From an optimization exercise on the open Yosys and OpenROAD flow, aimed at small area, a short achievable clock period and few clock cycles per item; shortcuts taken in it are not production practice. The RTL was checked by simulation tests, not by an equivalence proof against the original design. Power is estimated from default activity; no workload was simulated.

--- flow/config.mk ---
export PLATFORM = sky130hd
export DESIGN_NAME = servo_recipe_sequencer_top
export DESIGN_NICKNAME = servo_recipe_sequencer_top
export VERILOG_FILES = /design/flow/design.v
export SDC_FILE = /design/flow/constraint.sdc
export NUM_CORES = 4
export LEC_CHECK = 0
export ABC_CLOCK_PERIOD_IN_PS = 3000
export CAP_MARGIN = 20
export CORE_MARGIN = 2
export CORE_UTILIZATION = 40
export SETUP_SLACK_MARGIN = 3.0
export SLEW_MARGIN = 20
--- flow/constraint.sdc ---
create_clock -name core_clock -period 6.0 [get_ports {clk}]
set_input_delay 1.2000 -clock core_clock [delete_from_list [all_inputs] [get_ports {clk}]]
set_output_delay 1.2000 -clock core_clock [all_outputs]
set_load 0.01 [all_outputs]
--- flow/design.v ---
package srs_pkg;
  localparam int MODE_W   = 2;
  localparam int CHAR_W   = 8;
  localparam int LIDX_W   = 7;
  localparam int WORD_W   = 8;
  localparam int OPC_W    = 3;
  localparam int ARG_W    = 5;
  localparam int POS_W    = 3;
  localparam int PULSE_W  = 15;
  localparam int STATUS_W = 3;
  localparam int PCOUT_W  = 8;
  localparam int CNT_W    = 5;
  localparam int NUM_POS  = 6;
  localparam int CIDX_W   = 3;
  localparam int IN_TDATA_W  = 24;
  localparam int OUT_TDATA_W = 32;
  localparam logic [POS_W-1:0] POS_MAX = 3'd5;
  typedef enum logic [MODE_W-1:0] {
    MODE_TICK = 2'd0,
    MODE_CMD  = 2'd1,
    MODE_LOAD = 2'd2
  } mode_t;
  typedef enum logic [OPC_W-1:0] {
    OPC_END     = 3'd0,
    OPC_MOV     = 3'd1,
    OPC_WAIT    = 3'd2,
    OPC_LOOP    = 3'd4,
    OPC_ENDLOOP = 3'd5,
    OPC_RESET   = 3'd7
  } opc_t;
  typedef enum logic [STATUS_W-1:0] {
    ST_IDLE    = 3'd0,
    ST_EXEC    = 3'd1,
    ST_WAIT    = 3'd2,
    ST_PAUSED  = 3'd3,
    ST_RANGE   = 3'd4,
    ST_EXTREME = 3'd5,
    ST_ENDED   = 3'd6,
    ST_UNKNOWN = 3'd7
  } status_t;
  localparam logic [CHAR_W-1:0] CH_PAUSE    = 8'h70;   
  localparam logic [CHAR_W-1:0] CH_CONTINUE = 8'h63;   
  localparam logic [CHAR_W-1:0] CH_RIGHT    = 8'h72;   
  localparam logic [CHAR_W-1:0] CH_LEFT     = 8'h6C;   
  localparam logic [CHAR_W-1:0] CH_NOP      = 8'h6E;   
  localparam logic [CHAR_W-1:0] CH_RESTART  = 8'h62;   
  localparam logic [CHAR_W-1:0] CH_UPPER_A  = 8'h41;
  localparam logic [CHAR_W-1:0] CH_UPPER_Z  = 8'h5A;
  localparam logic [CHAR_W-1:0] CH_CASE_OFS = 8'h20;
  localparam logic [PULSE_W-1:0] PULSE_RESET_0 = 15'd430;
  localparam logic [PULSE_W-1:0] PULSE_RESET_1 = 15'd690;
  localparam logic [PULSE_W-1:0] PULSE_RESET_2 = 15'd955;
  localparam logic [PULSE_W-1:0] PULSE_RESET_3 = 15'd1220;
  localparam logic [PULSE_W-1:0] PULSE_RESET_4 = 15'd1485;
  localparam logic [PULSE_W-1:0] PULSE_RESET_5 = 15'd1750;
  typedef struct packed {
    logic             paused;
    logic [CNT_W-1:0] loop_cnt;
    logic [CNT_W-1:0] wait_cnt;
    logic [POS_W-1:0] pos;
  } srs_state_t;
endpackage
module srs_ram #(
  parameter int DEPTH  = 128,
  parameter int ADDR_W = $clog2(DEPTH)
) (
  input  logic              clk,
  input  logic              rst_n,
  input  logic              we,
  input  logic [ADDR_W-1:0] waddr,
  input  logic [6:0]        wdata,
  input  logic [ADDR_W-1:0] raddr,
  output logic [6:0]        rdata,
  output logic [6:0]        rdata0
);
  logic [6:0] mem_r [DEPTH];
  logic [6:0] wd;
  assign wd = rst_n ? wdata : 7'd0;
  always_ff @(posedge clk) begin
    for (int i = 0; i < DEPTH; i++) begin
      if (!rst_n || (we && waddr == ADDR_W'(i))) begin
        mem_r[i] <= wd;
      end
    end
  end
  logic [6:0] lv [2*DEPTH-1];
  always_comb begin
    for (int i = 0; i < DEPTH; i++) begin
      lv[DEPTH-1+i] = mem_r[i];
    end
    for (int i = DEPTH-2; i >= 0; i--) begin
      lv[i] = raddr[ADDR_W-1-$clog2(i+2)+1] ? lv[2*i+2] : lv[2*i+1];
    end
  end
  assign rdata  = lv[0];
  assign rdata0 = mem_r[0];
endmodule
module srs_store (
  input  logic [7:0] word,
  output logic [6:0] code
);
  always_comb begin
    case (word[7:5])
      3'd1:    code = (word[4:0] > 5'd5) ? 7'b11_01_000 : {4'b11_00, word[2:0]};
      3'd2:    code = {2'b01, word[4:0]};
      3'd4:    code = {2'b10, word[4:0]};
      3'd5:    code = 7'b11_11_000;
      3'd7:    code = 7'b11_11_100;
      3'd3,
      3'd6:    code = 7'b11_10_000;
      default: code = 7'b00_00_000;
    endcase
  end
endmodule
module srs_exec (
  input  logic [2:0] op,         
  input  logic       ld,         
  input  logic [6:0] ld_idx,     
  input  logic [6:0] ld_code,    
  input  logic [2:0] pos,
  input  logic [4:0] wait_cnt,
  input  logic [4:0] loop_cnt,
  input  logic       paused,
  input  logic [7:0] pc,
  input  logic [7:0] ls,
  input  logic [6:0] w,          
  input  logic [6:0] wl,         
  input  logic [6:0] w1,         
  input  logic [6:0] w0,         
  output logic [2:0] pos_o,
  output logic [4:0] wait_o,
  output logic [4:0] loop_o,
  output logic       paused_o,
  output logic [7:0] pc_o,
  output logic [7:0] ls_o,
  output logic [6:0] w_o,
  output logic [6:0] wl_o,
  output logic [2:0] status
);
  localparam logic [2:0] OP_TICK = 3'd0;
  localparam logic [2:0] OP_P    = 3'd1;
  localparam logic [2:0] OP_C    = 3'd2;
  localparam logic [2:0] OP_R    = 3'd3;
  localparam logic [2:0] OP_L    = 3'd4;
  localparam logic [2:0] OP_B    = 3'd5;
  localparam logic [2:0] OP_NOP  = 3'd6;
  logic [7:0] pc_inc;
  logic [2:0] wpos;
  logic [2:0] travel;
  always_comb begin
    pc_inc = pc + 8'd1;
    wpos   = w[2:0];
    travel = (wpos > pos) ? (wpos - pos) : (pos - wpos);
  end
  always_comb begin
    pos_o    = pos;
    wait_o   = wait_cnt;
    loop_o   = loop_cnt;
    paused_o = paused;
    pc_o     = pc;
    ls_o     = ls;
    w_o      = w;
    wl_o     = wl;
    status   = 3'd0;
    if (ld) begin
      if (!pc[7] && ld_idx == pc[6:0]) w_o = ld_code;
      if (!ls[7] && ld_idx == ls[6:0]) wl_o = ld_code;
    end
    case (op)
      OP_TICK: begin
        if (wait_cnt != 5'd0) begin
          wait_o = wait_cnt - 5'd1;
          status = 3'd2;
        end else if (paused) begin
          status = 3'd3;
        end else if (w[6:5] == 2'b00) begin
          status = 3'd6;
        end else if (w[6:5] == 2'b01) begin
          wait_o = w[4:0];
          pc_o   = pc_inc;
          w_o    = w1;
          status = 3'd1;
        end else if (w[6:5] == 2'b10) begin
          loop_o = w[4:0];
          ls_o   = pc_inc;
          wl_o   = w1;
          pc_o   = pc_inc;
          w_o    = w1;
          status = 3'd1;
        end else begin
          case (w[4:3])
            2'b00: begin
              pos_o  = wpos;
              wait_o = {1'b0, travel, 1'b0};
              pc_o   = pc_inc;
              w_o    = w1;
              status = 3'd1;
            end
            2'b01: begin
              pc_o   = pc_inc;
              w_o    = w1;
              status = 3'd4;
            end
            2'b10: begin
              status = 3'd7;
            end
            default: begin
              status = 3'd1;
              if (w[2]) begin
                pc_o = 8'd0;
                w_o  = w0;
              end else if (loop_cnt != 5'd0) begin
                pc_o   = ls;
                w_o    = wl;
                loop_o = loop_cnt - 5'd1;
              end else begin
                pc_o = pc_inc;
                w_o  = w1;
              end
            end
          endcase
        end
      end
      OP_P: begin
        paused_o = 1'b1;
        status   = 3'd3;
      end
      OP_C: begin
        paused_o = 1'b0;
      end
      OP_R: begin
        if (pos == 3'd0) begin
          status = 3'd5;
        end else begin
          pos_o  = pos - 3'd1;
          wait_o = 5'd2;
          status = 3'd1;
        end
      end
      OP_L: begin
        if (pos >= 3'd5) begin
          status = 3'd5;
        end else begin
          pos_o  = pos + 3'd1;
          wait_o = 5'd2;
          status = 3'd1;
        end
      end
      OP_B: begin
        pc_o     = 8'd0;
        w_o      = w0;
        paused_o = 1'b0;
      end
      OP_NOP: begin
        status = 3'd0;
      end
      default: begin
        status = 3'd7;
      end
    endcase
  end
endmodule
import srs_pkg::*;
module servo_recipe_sequencer_top #(
  parameter int RECIPE_DEPTH = 128
) (
  input  logic                               clk,
  input  logic                               rst_n,
  input  logic                               in_tvalid,
  output logic                               in_tready,
  input  logic [srs_pkg::IN_TDATA_W-1:0]     in_tdata,
  input  logic [srs_pkg::MODE_W-1:0]         in_tuser,
  output logic                               out_tvalid,
  input  logic                               out_tready,
  output logic [srs_pkg::OUT_TDATA_W-1:0]    out_tdata,
  input  logic                               cfg_valid,
  output logic                               cfg_ready,
  input  logic [srs_pkg::CIDX_W-1:0]         cfg_index,
  input  logic [srs_pkg::PULSE_W-1:0]        cfg_data
);
  localparam logic [2:0] OP_TICK = 3'd0;
  localparam logic [2:0] OP_P    = 3'd1;
  localparam logic [2:0] OP_C    = 3'd2;
  localparam logic [2:0] OP_R    = 3'd3;
  localparam logic [2:0] OP_L    = 3'd4;
  localparam logic [2:0] OP_B    = 3'd5;
  localparam logic [2:0] OP_NOP  = 3'd6;
  localparam logic [2:0] OP_UNK  = 3'd7;
  logic [7:0] in_ch;
  logic [2:0] in_op;
  logic       in_ld;
  logic [6:0] in_code;
  logic       in_fire;
  assign in_ch = in_tdata[7:0];
  always_comb begin
    in_ld = 1'b0;
    case (in_tuser)
      2'd0: in_op = OP_TICK;
      2'd1: begin
        if (in_ch[7:6] != 2'b01) begin
          in_op = OP_UNK;
        end else begin
          case (in_ch[4:0])
            5'h10:   in_op = OP_P;
            5'h03:   in_op = OP_C;
            5'h12:   in_op = OP_R;
            5'h0C:   in_op = OP_L;
            5'h0E:   in_op = OP_NOP;
            5'h02:   in_op = OP_B;
            default: in_op = OP_UNK;
          endcase
        end
      end
      2'd2: begin
        in_op = OP_NOP;
        in_ld = 1'b1;
      end
      default: in_op = OP_NOP;
    endcase
  end
  srs_store u_code (
    .word (in_tdata[22:15]),
    .code (in_code)
  );
  logic       x_valid_r;
  logic [2:0] x_op_r;
  logic       x_ld_r;
  logic [6:0] x_idx_r;
  logic [6:0] x_code_r;
  logic       x_fire;
  logic [2:0] pos_r;
  logic [4:0] wait_r;
  logic [4:0] loop_r;
  logic       paused_r;
  logic [7:0] pc_r;
  logic [7:0] ls_r;
  logic [6:0] w_r;
  logic [6:0] wl_r;
  logic [14:0] pulse_r [6];
  logic [2:0] pos_n;
  logic [4:0] wait_n;
  logic [4:0] loop_n;
  logic       paused_n;
  logic [7:0] pc_n;
  logic [7:0] ls_n;
  logic [6:0] w_n;
  logic [6:0] wl_n;
  logic [2:0] status_n;
  logic        o_valid_r;
  logic [2:0]  o_pos_r;
  logic [14:0] o_pulse_r;
  logic [2:0]  o_status_r;
  logic [7:0]  o_pc_r;
  logic        k_valid_r;
  logic [2:0]  k_pos_r;
  logic [2:0]  k_status_r;
  logic [7:0]  k_pc_r;
  logic        o_free;
  assign x_fire    = x_valid_r && !k_valid_r;
  assign in_tready = !x_valid_r || !k_valid_r;
  assign in_fire   = in_tvalid && in_tready;
  assign cfg_ready = 1'b1;
  assign o_free    = !o_valid_r || out_tready;
  logic [6:0] rd_w1;
  logic [6:0] rd_w0;
  logic [6:0] w1;
  logic [7:0] pc_inc;
  assign pc_inc = pc_r + 8'd1;
  srs_ram #(
    .DEPTH  (RECIPE_DEPTH),
    .ADDR_W (7)
  ) u_ram (
    .clk    (clk),
    .rst_n  (rst_n),
    .we     (x_fire && x_ld_r),
    .waddr  (x_idx_r),
    .wdata  (x_code_r),
    .raddr  (pc_inc[6:0]),
    .rdata  (rd_w1),
    .rdata0 (rd_w0)
  );
  assign w1 = pc_inc[7] ? 7'd0 : rd_w1;
  srs_exec u_exec (
    .op       (x_op_r),
    .ld       (x_ld_r),
    .ld_idx   (x_idx_r),
    .ld_code  (x_code_r),
    .pos      (pos_r),
    .wait_cnt (wait_r),
    .loop_cnt (loop_r),
    .paused   (paused_r),
    .pc       (pc_r),
    .ls       (ls_r),
    .w        (w_r),
    .wl       (wl_r),
    .w1       (w1),
    .w0       (rd_w0),
    .pos_o    (pos_n),
    .wait_o   (wait_n),
    .loop_o   (loop_n),
    .paused_o (paused_n),
    .pc_o     (pc_n),
    .ls_o     (ls_n),
    .w_o      (w_n),
    .wl_o     (wl_n),
    .status   (status_n)
  );
  function automatic logic [14:0] pulse_of(input logic [2:0] p,
                                           input logic [14:0] p0,
                                           input logic [14:0] p1,
                                           input logic [14:0] p2,
                                           input logic [14:0] p3,
                                           input logic [14:0] p4,
                                           input logic [14:0] p5);
    case (p)
      3'd0:    pulse_of = p0;
      3'd1:    pulse_of = p1;
      3'd2:    pulse_of = p2;
      3'd3:    pulse_of = p3;
      3'd4:    pulse_of = p4;
      default: pulse_of = p5;
    endcase
  endfunction
  always_ff @(posedge clk) begin
    if (!rst_n) begin
      pulse_r[0] <= PULSE_RESET_0;
      pulse_r[1] <= PULSE_RESET_1;
      pulse_r[2] <= PULSE_RESET_2;
      pulse_r[3] <= PULSE_RESET_3;
      pulse_r[4] <= PULSE_RESET_4;
      pulse_r[5] <= PULSE_RESET_5;
    end else if (cfg_valid && (cfg_index < 3'd6)) begin
      pulse_r[cfg_index] <= cfg_data;
    end
  end
  always_ff @(posedge clk) begin
    if (!rst_n) begin
      x_valid_r <= 1'b0;
    end else if (in_fire) begin
      x_valid_r <= 1'b1;
    end else if (x_fire) begin
      x_valid_r <= 1'b0;
    end
  end
  always_ff @(posedge clk) begin
    if (in_fire) begin
      x_op_r   <= in_op;
      x_ld_r   <= in_ld;
      x_idx_r  <= in_tdata[14:8];
      x_code_r <= in_code;
    end
  end
  always_ff @(posedge clk) begin
    if (!rst_n) begin
      pos_r    <= 3'd0;
      wait_r   <= 5'd0;
      loop_r   <= 5'd0;
      paused_r <= 1'b0;
      pc_r     <= 8'd0;
      ls_r     <= 8'd0;
      w_r      <= 7'd0;
      wl_r     <= 7'd0;
    end else if (x_fire) begin
      pos_r    <= pos_n;
      wait_r   <= wait_n;
      loop_r   <= loop_n;
      paused_r <= paused_n;
      pc_r     <= pc_n;
      ls_r     <= ls_n;
      w_r      <= w_n;
      wl_r     <= wl_n;
    end
  end
  always_ff @(posedge clk) begin
    if (!rst_n) begin
      o_valid_r <= 1'b0;
      k_valid_r <= 1'b0;
    end else begin
      if (o_free) begin
        o_valid_r <= k_valid_r || x_fire;
        k_valid_r <= 1'b0;
      end else if (x_fire) begin
        k_valid_r <= 1'b1;
      end
    end
  end
  always_ff @(posedge clk) begin
    if (o_free) begin
      if (k_valid_r) begin
        o_pos_r    <= k_pos_r;
        o_pulse_r  <= pulse_of(k_pos_r, pulse_r[0], pulse_r[1], pulse_r[2],
                               pulse_r[3], pulse_r[4], pulse_r[5]);
        o_status_r <= k_status_r;
        o_pc_r     <= k_pc_r;
      end else begin
        o_pos_r    <= pos_n;
        o_pulse_r  <= pulse_of(pos_n, pulse_r[0], pulse_r[1], pulse_r[2],
                               pulse_r[3], pulse_r[4], pulse_r[5]);
        o_status_r <= status_n;
        o_pc_r     <= pc_n;
      end
    end
    if (!o_free && x_fire) begin
      k_pos_r    <= pos_n;
      k_status_r <= status_n;
      k_pc_r     <= pc_n;
    end
  end
  assign out_tvalid = o_valid_r;
  assign out_tdata  = {3'b000, o_pc_r, o_status_r, o_pulse_r, o_pos_r};
endmodule
--- flow/run.sh ---
#!/bin/bash
# synth_recipe.tcl (not shown) runs the flow's synth.tcl, then flattens the netlist and writes it again
# the make line also repeats each setting of config.mk as NAME=value (left out here)
make -C /OpenROAD-flow-scripts/flow DESIGN_CONFIG=/design/flow/config.mk WORK_HOME=/design/flow/orfs CLKGATE_MAP_FILE= SYNTH_SCRIPT=/design/flow/synth_recipe.tcl finish
==> flow_summary.json, run 1 <==
{
  "status": "finished clean",
  "die-area_sq_um": 119200,
  "fin_crit_ns": 3.188,
  "grt_max_degree": 96,
  "p_int_mw": 13.62,
  "syn_area_per_cell_sq_um": 15.51,
  "synth.area.top_cells": "edfxtp_1, mux4_2, nand2_1",
  "r2r_cells": 5,
  "synthCells": 3003,
  "min_to": "wait_r[4]",
  "grt_pass1_wl_um": 182000,
  "core_area_sq_um": 115900,
  "htreeDepth": 3,
  "p_leak_nw": 18.49,
  "switching_share_pct": 24.01,
  "root_buffer": "clkbuf_16",
  "final_common_cell": "edfxtp_1",
  "comb_power_share_pct": 11.1,
  "crit_fanout": 7,
  "synth_cell_types": 86,
  "endpoint_kind": "flip-flop",
  "timing_worst_setup_path_type": "reg -> reg",
  "r2r-start": "x_valid_r",
  "synth_area_leader_cell": "edfxtp_1",
  "slew-limit-headroom_pct": 18.58,
  "maxSlewViolCount": 0,
  "drt_first_pass_iters": 7,
  "maxCapViolCount": 0,
  "antenna_found_initial": 2,
  "fill_cells": 9840,
  "multi_input_area_sq_um": 14160,
  "synth-edff-count": 1047,
  "final_core_util_pct": 47.18,
  "seq_area_sq_um": 32410,
  "cp-start-kind": "flip-flop",
  "cts.clk_slew.worst_paths_ns": 0.06,
  "whs_path_depth": 2,
  "globalplace.congestion": 0.8569,
  "worstPathArrival_ns": 3.51,
  "worst_pin_slew_ns": 1.218,
  "yosysWarnings": 6,
  "clock-sinks": 1094,
  "p_seq_share_pct": 50.7,
  "routed_wl_um": 127300,
  "die_h_um": 345.3,
  "vias": 27910,
  "ios": 84,
  "via_per_inst": 5.828,
  "timing.rr.end": "u_ram.mem_r[67][1]",
  "path_buf_inv": 0,
  "cts_tree": "built",
  "max_freq_ghz": 0.3137,
  "finClkSkew_ns": 0.03015,
  "worst_path_dominant_cell_family": "simple AND/OR/NAND/NOR gates",
  "p_clk_share_pct": 38.1,
  "path_cells": "nor2b_2 -> nand2_1 -> nor2_1 -> nand3_2 -> o21ai_1",
  "ys_ff_latch": 1094,
  "io_buffers": 77,
  "p_switching_mw": 4.301,
  "rows": 125,
  "hold_class": "reg -> reg",
  "clk_path_buf_depth": 3,
  "final_nets": 3238,
  "cts_buffers": 110,
  "min-delay-start": "wait_r[4]",
  "syn_to_final_growth_pct": 17.37,
  "grt_pass1_vias": 27330,
  "netlist.area_leader.share_pct": 67.49,
  "synth_flop_cell": "edfxtp_1",
  "ant_nets": 0,
  "initialDrtViolationCount": 2956,
  "fin_cells": 4788,
  "synth_async_sr_flop_share_pct": 0,
  "required_ns": 6.32,
  "min_period_over_period_pct": 53.13,
  "cp_slowest_cell": "o21ai_1",
  "hold_violations": 0,
  "power_density_nw_per_um2": 327.7,
  "wire_per_inst_um": 26.59,
  "final_cell_mix": "edfxtp_1, nand2_1, mux4_2, nor2_1, clkbuf_16",
  "setup_tns_ns": 0,
  "final_layout_size_suffix_gt1_share_pct": 23.37,
  "post-place-cells": 4493,
  "synth.cell_area_sq_um": 46590,
  "setup_viol": 0,
  "clk-insertion-delay-late_ns": 0.70,
  "dpl.hpwl_um": 71300,
  "die_w_um": 345.3,
  "r2r_setup_slack_ns": 2.81,
  "rsz0062_at_grt": "true",
  "start_util_pct": 40.20,
  "cp_slowest_stage_delay_ns": 0.85,
  "drc": 0,
  "ys_seq_area_share_pct": 69.51,
  "grt_usage_pct": 20.42,
  "max-vdd-ir-drop_mv": 0.2937,
  "grt_overflow": 0
}
per-stage QoR:
stage / power, mW / setup WS, ns / hold slack (ns) / instance area, sq um
after CTS: 17.89 / 2.694 / 0.4988 / 53610
after global placement: 10.97 / 1.952 / 0.4876 / 49130
after floorplan: 10.31 / 3.075 / 0.4657 / 46620
final: 17.92 / 2.812 / 0.5009 / 54680
after detailed placement: 11.01 / 1.868 / 0.4909 / 49170
after global routing: 18.48 / 2.702 / 0.5276 / 54670
worst register-to-register path: stages, from the launching register on:
cell and delay (ns):
dfxtp_1 0.41, nor2b_2 0.29, nand2_1 0.26, nor2_1 0.40, nand3_2 0.61, o21ai_1 0.86
worst max-delay path by stage:
stage / startpoint / cells past startpoint / slack [ns] / to
after CTS: x_valid_r / 5 / 2.69 / u_ram.mem_r[111][1]
after global placement: pc_r[0] / 9 / 1.95 / w_r[2]
after global routing: x_valid_r / 5 / 2.70 / u_ram.mem_r[74][1]
after floorplan: cfg_valid / 5 / 3.07 / pulse_r[4][0]
after detailed placement: rst_n / 4 / 1.87 / u_ram.mem_r[77][1]
final: x_valid_r / 5 / 2.81 / u_ram.mem_r[67][1]
what timing repair did:
| action | 4_1_cts | 5_1_grt |
|---|---|---|
| setup endpoints to repair | 987 | 909 |
| pin swaps | 19 | 32 |
| gates cloned | 12 | 12 |
| gates resized for setup | 185 | 129 |
| setup buffers | 27 | 38 |
| hold buffers | 0 | 0 |
logic make-up (layout without fill, tap and decap cells):
| logic type | count (synthesis) | in the layout | share of synthesized area, % |
|---|---|---|---|
| fa+ha+maj | 19 | 19 | 0.5425 |
| compound gates | 485 | 487 | 6.792 |
| buf+inv | 242 | 485 | 2.216 |
| other cells | 2 | 7 | 0.01612 |
| xor+xnor | 27 | 27 | 0.5076 |
| mux | 304 | 304 | 12.39 |
| flops | 1094 | 1094 | 69.51 |
| simple gates | 830 | 841 | 8.028 |
synth_stat cells, drive strengths merged, types with 8 or more instances:
library cell / number
or3: 8
a221oi: 10
a22o: 10
nand3: 117
nand2: 371
clkbuf: 127
nor2b: 25
or2: 8
a22oi: 13
and2: 28
nand2b: 25
o211ai: 26
mux2i: 76
nor2: 178
nor3: 22
mux4: 217
dfxtp: 47
a211oi: 16
a21oi: 74
xor2: 10
a31oi: 28
ha: 17
buf: 63
mux2: 11
a32oi: 24
nand4: 19
edfxtp: 1047
inv: 51
o21ai: 193
o221ai: 17
xnor2: 17
per-layer routing:
layer / vias up / routed length [um] / global-route usage, %
li1: 12170 / - / -
met1: 14310 / 51960 / 27.87
met2: 1217 / 61580 / 33.07
met3: 212 / 9632 / 3.281
met4: 2 / 4114 / 7.734
met5: - / 13 / 0
sequential cells by signal (all words and copies together) (netlist names), 3 cells and up:
register and count:
pc_r 8, pulse_r 90, o_status_r 3, u_ram.mem_r 896
loop_r 5, x_code_r 7, ls_r 8, pos_r 3
k_pos_r 3, wl_r 7, k_status_r 3, o_pos_r 3
wait_r 5, x_idx_r 7, x_op_r 3, w_r 7
k_pc_r 8, o_pc_r 8, o_pulse_r 15
power groups by stage:
stage                     clock, mW  combinational (mW)  sequential (mW)
after detailed placement          0                1.75             9.25
after global routing           7.23                2.12             9.12
after floorplan                   0                1.14             9.17
after CTS                      6.93                1.87             9.09
after global placement            0                1.74             9.23
final                          6.84                2.00             9.09
area by class of cell:
class | instances | share of cell area, %
well taps | 1524 | 3.487
clock buffers | 132 | 5.297
clock inverters | 71 | 1.204
multi-input cells | 1682 | 25.89
flip-flops and latches | 1094 | 59.28
repair buffers | 230 | 4.449
inverters | 52 | 0.3753
diodes | 3 | 0.01373
Testbench counts, summed over its fixed seeds: cycles 12,933, items 12,885.
==> run 2, diff against run 1 <==
--- a/flow/config.mk
+++ b/flow/config.mk
@@ -5,9 +5,7 @@
 export SDC_FILE = /design/flow/constraint.sdc
 export NUM_CORES = 4
 export LEC_CHECK = 0
-export ABC_CLOCK_PERIOD_IN_PS = 3000
 export CAP_MARGIN = 20
 export CORE_MARGIN = 2
 export CORE_UTILIZATION = 40
-export SETUP_SLACK_MARGIN = 3.0
 export SLEW_MARGIN = 20
==> run 2 against run 1 <==
Net effect:
- setup slack got worse by 1.1 ns
- synthesized cell count stayed put
- clock-buffer cell count rose by 7
- critical path type unchanged
- via count decreased by 3.7%
- clock power about the same
- critical path depth rose by 4
- flip-flop and latch count did not move
- combinational power down 12%
- routed wire length decreased by 7.5%
- non-clock buffer count is 73 lower
- critical endpoint is now w_r[6]
- synthesized area is the same
==> flow_summary.json, run 2 <==
{
  "fill_cells": 9942,
  "cp_slowest_stage_delay_ns": 0.69,
  "dpl.hpwl_um": 71060,
  "max_freq_ghz": 0.2348,
  "ios": 84,
  "fin_crit_ns": 4.259,
  "ant_nets": 0,
  "min_period_over_period_pct": 70.99,
  "initialDrtViolationCount": 2620,
  "final_nets": 3151,
  "largestRegisters": "u_ram.mem_r (896), pulse_r (90), o_pulse_r (15)",
  "synth.area.top_cells": "edfxtp_1, mux4_2, nand2_1",
  "final_layout_size_suffix_gt1_share_pct": 16.11,
  "cp_slowest_cell": "a311oi_1",
  "clk-insertion-delay-late_ns": 0.71,
  "post-cts-setup-buffers": 0,
  "path_cells": "ha_4 -> buf_12 -> mux4_2 -> nand2_1 -> a32oi_1 -> a31oi_1 -> a311oi_1 -> o21ai_0 -> a21oi_1",
  "required_ns": 6.64,
  "hold_class": "reg -> reg",
  "timing_worst_setup_path_type": "reg -> reg",
  "crit_fanout": 115,
  "maxCapViolCount": 0,
  "slew-limit-headroom_pct": 23.77,
  "postCtsHoldBufs": 0,
  "netlist.area_leader.share_pct": 67.49,
  "status": "finished clean",
  "syn_area_per_cell_sq_um": 15.51,
  "die-area_sq_um": 119200,
  "cts_tree": "built",
  "endpoint_kind": "flip-flop",
  "htreeDepth": 3,
  "die_h_um": 345.3,
  "yosysWarnings": 6,
  "synth-edff-count": 1047,
  "finClkSkew_ns": 0.03817,
  "grt_pass1_wl_um": 174000,
  "regMostFlops": "u_ram.mem_r",
  "syn_to_final_growth_pct": 13.31,
  "cp-start-kind": "flip-flop",
  "worst_path_dominant_cell_family": "compound AO/OA/AOI/OAI gates",
  "via_per_inst": 5.722,
  "ys_seq_area_share_pct": 69.51,
  "final_cell_mix": "edfxtp_1, nand2_1, mux4_2, nor2_1, nand3_1",
  "root_buffer": "clkbuf_16",
  "drt_first_pass_iters": 5,
  "p_leak_nw": 17.76,
  "max-vdd-ir-drop_mv": 0.2206,
  "synth_async_sr_flop_share_pct": 0,
  "multi_input_area_sq_um": 13310,
  "grt_pass1_vias": 26630,
  "clock-sinks": 1094,
  "seq_area_sq_um": 32390,
  "grt_max_degree": 116,
  "setup_ws_ns": 1.741,
  "ys_top_cells_by_count": "edfxtp_1, nand2_1, mux4_2",
  "hold_violations": 0,
  "clk_path_buf_depth": 3,
  "dpl_worst_slack_ns": 1.841,
  "synth_cell_types": 86,
  "globalplace.congestion": 0.8689,
  "design_area_sq_um": 52790,
  "synth_flop_cell": "edfxtp_1",
  "synthCells": 3003,
  "routed_wl_um": 117800,
  "final_common_cell": "edfxtp_1",
  "timing.hold.ws_ns": 0.4979,
  "setup_viol": 0,
  "worstPathArrival_ns": 4.90,
  "maxSlewViolCount": 0,
  "yosysMostFrequentCell": "edfxtp_1",
  "cts_buffers": 109,
  "cts.clk_slew.worst_paths_ns": 0.06,
  "core_area_sq_um": 115900,
  "drc": 0,
  "largest_reg_flops": 896,
  "ctsResizeCount": 0,
  "synth.cell_area_sq_um": 46590,
  "die_w_um": 345.3,
  "power_mw": 17.68,
  "antenna_found_initial": 0,
  "worst_pin_slew_ns": 1.143,
  "ys_ff_latch": 1094,
  "io_buffers": 77,
  "grt_usage_pct": 19.41,
  "wire_per_inst_um": 25.08,
  "grt_overflow": 0,
  "rows": 125,
  "dpl_cell_area_sq_um": 49210,
  "power_density_nw_per_um2": 334.8,
  "vias": 26880,
  "synth_area_leader_cell": "edfxtp_1",
  "rsz0062_at_grt": "false",
  "setup_tns_ns": 0,
  "start_util_pct": 40.20,
  "path_buf_inv": 1
}
==> run 2: cell counts after synthesis <==
No cell type changed its count.
==> run 2: layout make-up <==
type	count	area share, %
repair buffers	157	2.726
diodes	2	0.009481
flip-flops and latches	1094	61.35
well taps	1524	3.612
clock buffers	139	5.456
inverters	52	0.3745
multi-input cells	1669	25.22
clock inverters	60	1.254
==> run 2: worst register-to-register path, cell delays in order (launching register included) <==
cell and delay, ns:
dfxtp_4 0.64, ha_4 0.68, buf_12 0.57, mux4_2 0.56
nand2_1 0.09, a32oi_1 0.33, a31oi_1 0.26, a311oi_1 0.70
o21ai_0 0.21, a21oi_1 0.18
==> run 2: path summary, 6_finish.rpt <==
path                   from        end  slack (ns)  cells past startpoint
hold / removal    wait_r[4]  wait_r[4]        0.50                      2
setup / recovery    pc_r[0]     w_r[6]        1.74                      9
hold reg to reg   wait_r[4]  wait_r[4]        0.50                      2
setup reg to reg    pc_r[0]     w_r[6]        1.74                      9
==> run 2: kinds of logic (layout without fill, tap and decap cells) <==
kind of cell / after synthesis / after routing / synth area share [%]
DFF: 1094 / 1094 / 69.51
and+or+nand+nor: 830 / 830 / 8.028
AOI/OAI and AO/OA: 485 / 485 / 6.792
muxes: 304 / 304 / 12.39
buffers and inverters: 242 / 408 / 2.216
xor gates and xnor gates: 27 / 27 / 0.5076
adders and majority gates: 19 / 19 / 0.5425
other: 2 / 6 / 0.01612
==> run 2: power by group <==
| group | total (mW) | internal [mW] | leakage, nW | switching (mW) |
|---|---|---|---|---|
| logic | 1.76 | 0.679 | 5.03 | 1.08 |
| registers | 9.09 | 8.91 | 11.0 | 0.178 |
| clock network | 6.83 | 3.91 | 1.72 | 2.92 |
==> run 2: metal layers <==
layer	vias up	routed length, um	part of all wire [%]	global-route usage [%]
li1	11910	-	-	-
met1	13790	49920	42	26.72
met2	995	57240	49	31.87
met3	178	7440	6.3	2.775
met4	0	3193	2.7	6.355
met5	-	0	0	0
==> run 2: stage by stage <==
stage	utilization, %	instances
floorplan	-	3005
global placement	42.44	4491
detailed placement	42.46	4494
CTS	45.52	4693
global route	45.54	4695
finish	45.55	4697
==> run 3, diff against run 2 <==
--- a/flow/design.v
+++ b/flow/design.v
@@ -65,9 +65,10 @@
   parameter int ADDR_W = $clog2(DEPTH)
 ) (
   input  logic              clk,
-  input  logic              rst_n,
-  input  logic              we,
-  input  logic [ADDR_W-1:0] waddr,
+  input  logic              clr,        
+  input  logic [3:0]        wa0,        
+  input  logic [3:0]        wa1,        
+  input  logic [7:0]        wa2,        
   input  logic [6:0]        wdata,
   input  logic [ADDR_W-1:0] raddr,
   output logic [6:0]        rdata,
@@ -75,10 +76,10 @@
 );
   logic [6:0] mem_r [DEPTH];
   logic [6:0] wd;
-  assign wd = rst_n ? wdata : 7'd0;
+  assign wd = clr ? 7'd0 : wdata;
   always_ff @(posedge clk) begin
     for (int i = 0; i < DEPTH; i++) begin
-      if (!rst_n || (we && waddr == ADDR_W'(i))) begin
+      if (clr || (wa0[i % 4] && wa1[(i / 4) % 4] && wa2[i / 16])) begin
         mem_r[i] <= wd;
       end
     end
@@ -114,8 +115,8 @@
 endmodule
 module srs_exec (
   input  logic [2:0] op,         
-  input  logic       ld,         
-  input  logic [6:0] ld_idx,     
+  input  logic       ld_pc,      
+  input  logic       ld_ls,      
   input  logic [6:0] ld_code,    
   input  logic [2:0] pos,
   input  logic [4:0] wait_cnt,
@@ -162,10 +163,8 @@
     w_o      = w;
     wl_o     = wl;
     status   = 3'd0;
-    if (ld) begin
-      if (!pc[7] && ld_idx == pc[6:0]) w_o = ld_code;
-      if (!ls[7] && ld_idx == ls[6:0]) wl_o = ld_code;
-    end
+    if (ld_pc) w_o = ld_code;
+    if (ld_ls) wl_o = ld_code;
     case (op)
       OP_TICK: begin
         if (wait_cnt != 5'd0) begin
@@ -286,11 +285,18 @@
   localparam logic [2:0] OP_B    = 3'd5;
   localparam logic [2:0] OP_NOP  = 3'd6;
   localparam logic [2:0] OP_UNK  = 3'd7;
+  function automatic logic [3:0] dec2(input logic [1:0] a);
+    dec2    = 4'd0;
+    dec2[a] = 1'b1;
+  endfunction
+  function automatic logic [7:0] dec3(input logic [2:0] a);
+    dec3    = 8'd0;
+    dec3[a] = 1'b1;
+  endfunction
   logic [7:0] in_ch;
   logic [2:0] in_op;
   logic       in_ld;
   logic [6:0] in_code;
-  logic       in_fire;
   assign in_ch = in_tdata[7:0];
   always_comb begin
     in_ld = 1'b0;
@@ -324,8 +330,12 @@
   );
   logic       x_valid_r;
   logic [2:0] x_op_r;
-  logic       x_ld_r;
-  logic [6:0] x_idx_r;
+  logic [3:0] x_wa0_r;      
+  logic [3:0] x_wa1_r;
+  logic [7:0] x_wa2_r;
+  logic       rst_q_n;
+  logic       ld_pc;
+  logic       ld_ls;
   logic [6:0] x_code_r;
   logic       x_fire;
   logic [2:0] pos_r;
@@ -358,7 +368,6 @@
   logic        o_free;
   assign x_fire    = x_valid_r && !k_valid_r;
   assign in_tready = !x_valid_r || !k_valid_r;
-  assign in_fire   = in_tvalid && in_tready;
   assign cfg_ready = 1'b1;
   assign o_free    = !o_valid_r || out_tready;
   logic [6:0] rd_w1;
@@ -371,9 +380,10 @@
     .ADDR_W (7)
   ) u_ram (
     .clk    (clk),
-    .rst_n  (rst_n),
-    .we     (x_fire && x_ld_r),
-    .waddr  (x_idx_r),
+    .clr    (!rst_q_n),
+    .wa0    (x_wa0_r),
+    .wa1    (x_wa1_r),
+    .wa2    (x_fire ? x_wa2_r : 8'd0),
     .wdata  (x_code_r),
     .raddr  (pc_inc[6:0]),
     .rdata  (rd_w1),
@@ -382,8 +392,8 @@
   assign w1 = pc_inc[7] ? 7'd0 : rd_w1;
   srs_exec u_exec (
     .op       (x_op_r),
-    .ld       (x_ld_r),
-    .ld_idx   (x_idx_r),
+    .ld_pc    (ld_pc),
+    .ld_ls    (ld_ls),
     .ld_code  (x_code_r),
     .pos      (pos_r),
     .wait_cnt (wait_r),
@@ -436,21 +446,35 @@
   always_ff @(posedge clk) begin
     if (!rst_n) begin
       x_valid_r <= 1'b0;
-    end else if (in_fire) begin
-      x_valid_r <= 1'b1;
-    end else if (x_fire) begin
-      x_valid_r <= 1'b0;
+    end else if (in_tready) begin
+      x_valid_r <= in_tvalid;
     end
   end
   always_ff @(posedge clk) begin
-    if (in_fire) begin
+    if (in_tready) begin
       x_op_r   <= in_op;
-      x_ld_r   <= in_ld;
-      x_idx_r  <= in_tdata[14:8];
+      x_wa0_r  <= (in_ld && in_tvalid) ? dec2(in_tdata[9:8]) : 4'd0;
+      x_wa1_r  <= dec2(in_tdata[11:10]);
+      x_wa2_r  <= (in_ld && in_tvalid) ? dec3(in_tdata[14:12]) : 8'd0;
       x_code_r <= in_code;
     end
   end
   always_ff @(posedge clk) begin
+    rst_q_n <= rst_n;
+  end
+  always_comb begin
+    logic [3:0] p0, p1, l0, l1;
+    logic [7:0] p2, l2;
+    p0 = dec2(pc_r[1:0]);
+    p1 = dec2(pc_r[3:2]);
+    p2 = pc_r[7] ? 8'd0 : dec3(pc_r[6:4]);
+    l0 = dec2(ls_r[1:0]);
+    l1 = dec2(ls_r[3:2]);
+    l2 = ls_r[7] ? 8'd0 : dec3(ls_r[6:4]);
+    ld_pc = |(x_wa0_r & p0) && |(x_wa1_r & p1) && |(x_wa2_r & p2);
+    ld_ls = |(x_wa0_r & l0) && |(x_wa1_r & l1) && |(x_wa2_r & l2);
+  end
+  always_ff @(posedge clk) begin
     if (!rst_n) begin
       pos_r    <= 3'd0;
       wait_r   <= 5'd0;
--- a/flow/config.mk
+++ b/flow/config.mk
@@ -5,7 +5,9 @@
 export SDC_FILE = /design/flow/constraint.sdc
 export NUM_CORES = 4
 export LEC_CHECK = 0
+export ABC_CLOCK_PERIOD_IN_PS = 3000
 export CAP_MARGIN = 20
 export CORE_MARGIN = 2
 export CORE_UTILIZATION = 40
+export SETUP_SLACK_MARGIN = 3.0
 export SLEW_MARGIN = 20
==> run 3 against run 2 <==
Net effect:
- still clean on timing, DRC and antenna
- die area increased by 0.95%
- maximum frequency increased by 32%
- final cell count increased by 3.8%
- routed wire length increased by 19%
- non-clock buffer count increased by 227
- sequential power increased by 1%
- flip-flop and latch count increased by 9
- critical path depth increased by 4
- hold slack got worse by 0.0068 ns
- combinational power increased by about 50%
- largest cell class unchanged
- largest power group unchanged
==> flow_summary.json, run 3 <==
{
  "start_util_pct": 40.42,
  "path_cells": "inv_8 -> ha_4 -> buf_12 -> buf_8 -> buf_16 -> mux4_2 -> nand2_2 -> a21oi_2 -> o211ai_1 -> a22oi_2 -> buf_6 -> a221oi_2 -> o22ai_1",
  "routed_wl_um": 140500,
  "syn_area_per_cell_sq_um": 16.14,
  "root_buffer": "clkbuf_16",
  "setup_viol": 0,
  "max-vdd-ir-drop_mv": 0.2761,
  "path_buf_inv": 5,
  "ys_top_cells_by_count": "edfxtp_1, nand2_1, mux4_2",
  "via_per_inst": 6.020,
  "grt_pass1_vias": 28800,
  "largest_reg_flops": 896,
  "clk-insertion-delay-late_ns": 0.73,
  "maxSlewViolCount": 0,
  "die-area_sq_um": 120300,
  "fill_cells": 9473,
  "clk_path_buf_depth": 3,
  "drc": 0,
  "worst_path_dominant_cell_family": "compound AO/OA/AOI/OAI gates",
  "ios": 84,
  "maxCapViolCount": 0,
  "finClkSkew_ns": 0.04752,
  "wire_per_inst_um": 28.82,
  "grt_usage_pct": 22.44,
  "hold_class": "reg -> reg",
  "largestRegisters": "u_ram.mem_r (896), pulse_r (90), o_pulse_r (15)",
  "final_cell_mix": "edfxtp_1, nand2_1, mux4_2, buf_4, nor2_1",
  "worstPathArrival_ns": 3.78,
  "final_common_cell": "edfxtp_1",
  "synthCells": 2914,
  "grt_pass1_wl_um": 198400,
  "cp_slowest_stage_delay_ns": 0.63,
  "cp-start-kind": "flip-flop",
  "synth_async_sr_flop_share_pct": 0,
  "required_ns": 6.56,
  "synth_area_leader_cell": "edfxtp_1",
  "synth-edff-count": 1055,
  "antenna_found_initial": 5,
  "hold_violations": 0,
  "slew-limit-headroom_pct": 22.06,
  "p_leak_nw": 20.04,
  "worst_pin_slew_ns": 1.166,
  "die_w_um": 346.9,
  "netlist.area_leader.share_pct": 67.36,
  "timing_worst_setup_path_type": "reg -> reg",
  "die_h_um": 346.9,
  "status": "finished clean",
  "postCtsHoldBufs": 0,
  "setup_tns_ns": 0,
  "setup_ws_ns": 2.779,
  "synth.cell_area_sq_um": 47030,
  "fin_crit_ns": 3.221,
  "grt_overflow": 0,
  "io_buffers": 77,
  "synth_flop_cell": "edfxtp_1",
  "cp_slowest_cell": "o211ai_1",
  "cts_tree": "built",
  "final_layout_size_suffix_gt1_share_pct": 28.66,
  "rows": 125,
  "crit_fanout": 9,
  "ant_nets": 0,
  "dpl.hpwl_um": 77520,
  "syn_to_final_growth_pct": 23.28,
  "synth.area.top_cells": "edfxtp_1, mux4_2, nand2_1",
  "power_density_nw_per_um2": 329.9,
  "cts.clk_slew.worst_paths_ns": 0.06,
  "yosysWarnings": 6,
  "max_freq_ghz": 0.3105,
  "initialDrtViolationCount": 3408,
  "final_nets": 3330,
  "grt_max_degree": 83,
  "core_area_sq_um": 116400,
  "ys_ff_latch": 1103,
  "regMostFlops": "u_ram.mem_r",
  "drt_first_pass_iters": 6,
  "vias": 29350,
  "globalplace.congestion": 0.8975,
  "ys_seq_area_share_pct": 69.40,
  "synth_cell_types": 81,
  "dpl_worst_slack_ns": 1.496,
  "yosysMostFrequentCell": "edfxtp_1",
  "rsz0062_at_grt": "true",
  "clock-sinks": 1103,
  "htreeDepth": 3,
  "cts_buffers": 115,
  "min_period_over_period_pct": 53.68,
  "endpoint_kind": "flip-flop"
}
-- run 3: cell count changes in the layout (fill, tap and decap cells not counted), sizes merged, moves of 9 or more --
| cell | delta |
|---|---|
| nand4 | -15 |
| a21oi | +17 |
| o211ai | +15 |
| a22o | -9 |
| mux4 | +14 |
| nand2 | -99 |
| nand3 | -55 |
| and3 | +10 |
| a221oi | +15 |
| buf | +213 |
| o211a | +17 |
| clkinv | +16 |
| ha | +12 |
| nor2 | -34 |
-- run 3: kinds of logic after synthesis --
family / count (synthesis) / synth area share [%]
buf+inv: 229 / 1.969
flops: 1103 / 69.40
xor+xnor: 16 / 0.2979
mux: 328 / 13.18
compound gates: 568 / 8.071
other cells: 2 / 0.01597
simple gates: 637 / 6.212
fa+ha+maj: 31 / 0.8566
-- run 3: power by group --
part / internal [mW] / switching, mW
Sequential: 9.01 / 0.197
Clock: 4.24 / 3.03
Combinational: 1.18 / 1.46
-- run 3: final timing paths --
kind                  start   endpoint  slack (ns)  cells past startpoint
hold reg to reg   loop_r[4]  loop_r[4]        0.49                      2
setup reg to reg    pc_r[0]     w_r[4]        2.78                     13
setup / recovery    pc_r[0]     w_r[4]        2.78                     13
hold / removal    loop_r[4]  loop_r[4]        0.49                      2
-- run 3: metal layers --
| layer | GRT usage, % | vias to the layer above | routed length, um |
|---|---|---|---|
| met5 | 0 | - | 14 |
| met4 | 8.625 | 2 | 5331 |
| met3 | 3.964 | 268 | 11810 |
| met2 | 36.35 | 1479 | 67920 |
| met1 | 30.27 | 15230 | 55430 |
| li1 | - | 12370 | - |
-- run 3: through the flow --
step	cells	cell area, sq um	hold slack, ns	power (mW)	util (%)
2_1_floorplan	2916	47430	0.4518	10.54	-
3_3_place_gp	4405	49750	0.4679	11.23	42.75
3_5_place_dp	4408	49770	0.4731	11.31	42.77
4_1_cts	4793	56650	0.4815	19.00	48.69
5_1_grt	4875	57980	0.5444	19.66	49.83
6_report	4875	57980	0.4911	19.13	49.83
-- run 3: final cells by class --
| class | count | area (sq um) | area share, % |
|---|---|---|---|
| antenna | 1 | 2.502 | 0.004316 |
| clock buffer | 139 | 3030 | 5.227 |
| tap | 1524 | 1907 | 3.289 |
| sequential | 1103 | 32670 | 56.35 |
| clock inverter | 78 | 817.0 | 1.409 |
| multi-input combinational | 1595 | 14730 | 25.41 |
| inverter | 51 | 229.0 | 0.3949 |
| timing repair buffer | 384 | 4591 | 7.918 |
-- run 3: repair_timing --
action	CTS	global route
gates resized for setup	250	128
endpoints found under the setup margin	952	351
hold endpoints to repair	0	0
gates cloned	30	10
buffers inserted	138	71
pin swaps	53	62
-- run 3: worst min-delay path, cell delays in order (launching register included) --
cell and delay (ns):
dfxtp_1 0.31, o21ai_0 0.06, a21boi_0 0.07
Testbench counts of run 3, summed over its fixed seeds: cycles 12,933, items 12,885.

## separate check: timing with driven ports
No port has a modelled driver above. Below, the same layouts with a new extraction and two added sets of constraints.
Step 1 sets driving cells, clkbuf_16 on the clock port and buf_2 on the other inputs (assumed; they add their load-dependent delay and slew).
Step 2 times the ports against the registers' clock, not the clock port: input delays grow and output delays shrink by t, the midpoint of the rising clock arrivals with the driver on.
Three values: ideal ports, drivers, drivers and shift; two values: the first two.
run	t (ns)	setup slack, ns	worst setup path at the end	clock arrival spread, ns
run 1	0.759	2.812 / 2.812 / 2.386	input to register	0.038 / 0.038
run 2	0.768	1.741 / 1.741 / 1.741	register to register	0.039 / 0.039
run 3	0.776	2.779 / 2.779 / 2.404	input to register	0.047 / 0.048
After both steps setup and hold are still met in every run listed. For run 1, which loses most, drivers alone change the setup slack by 0.000 ns; drivers and shift together by -0.426 ns.
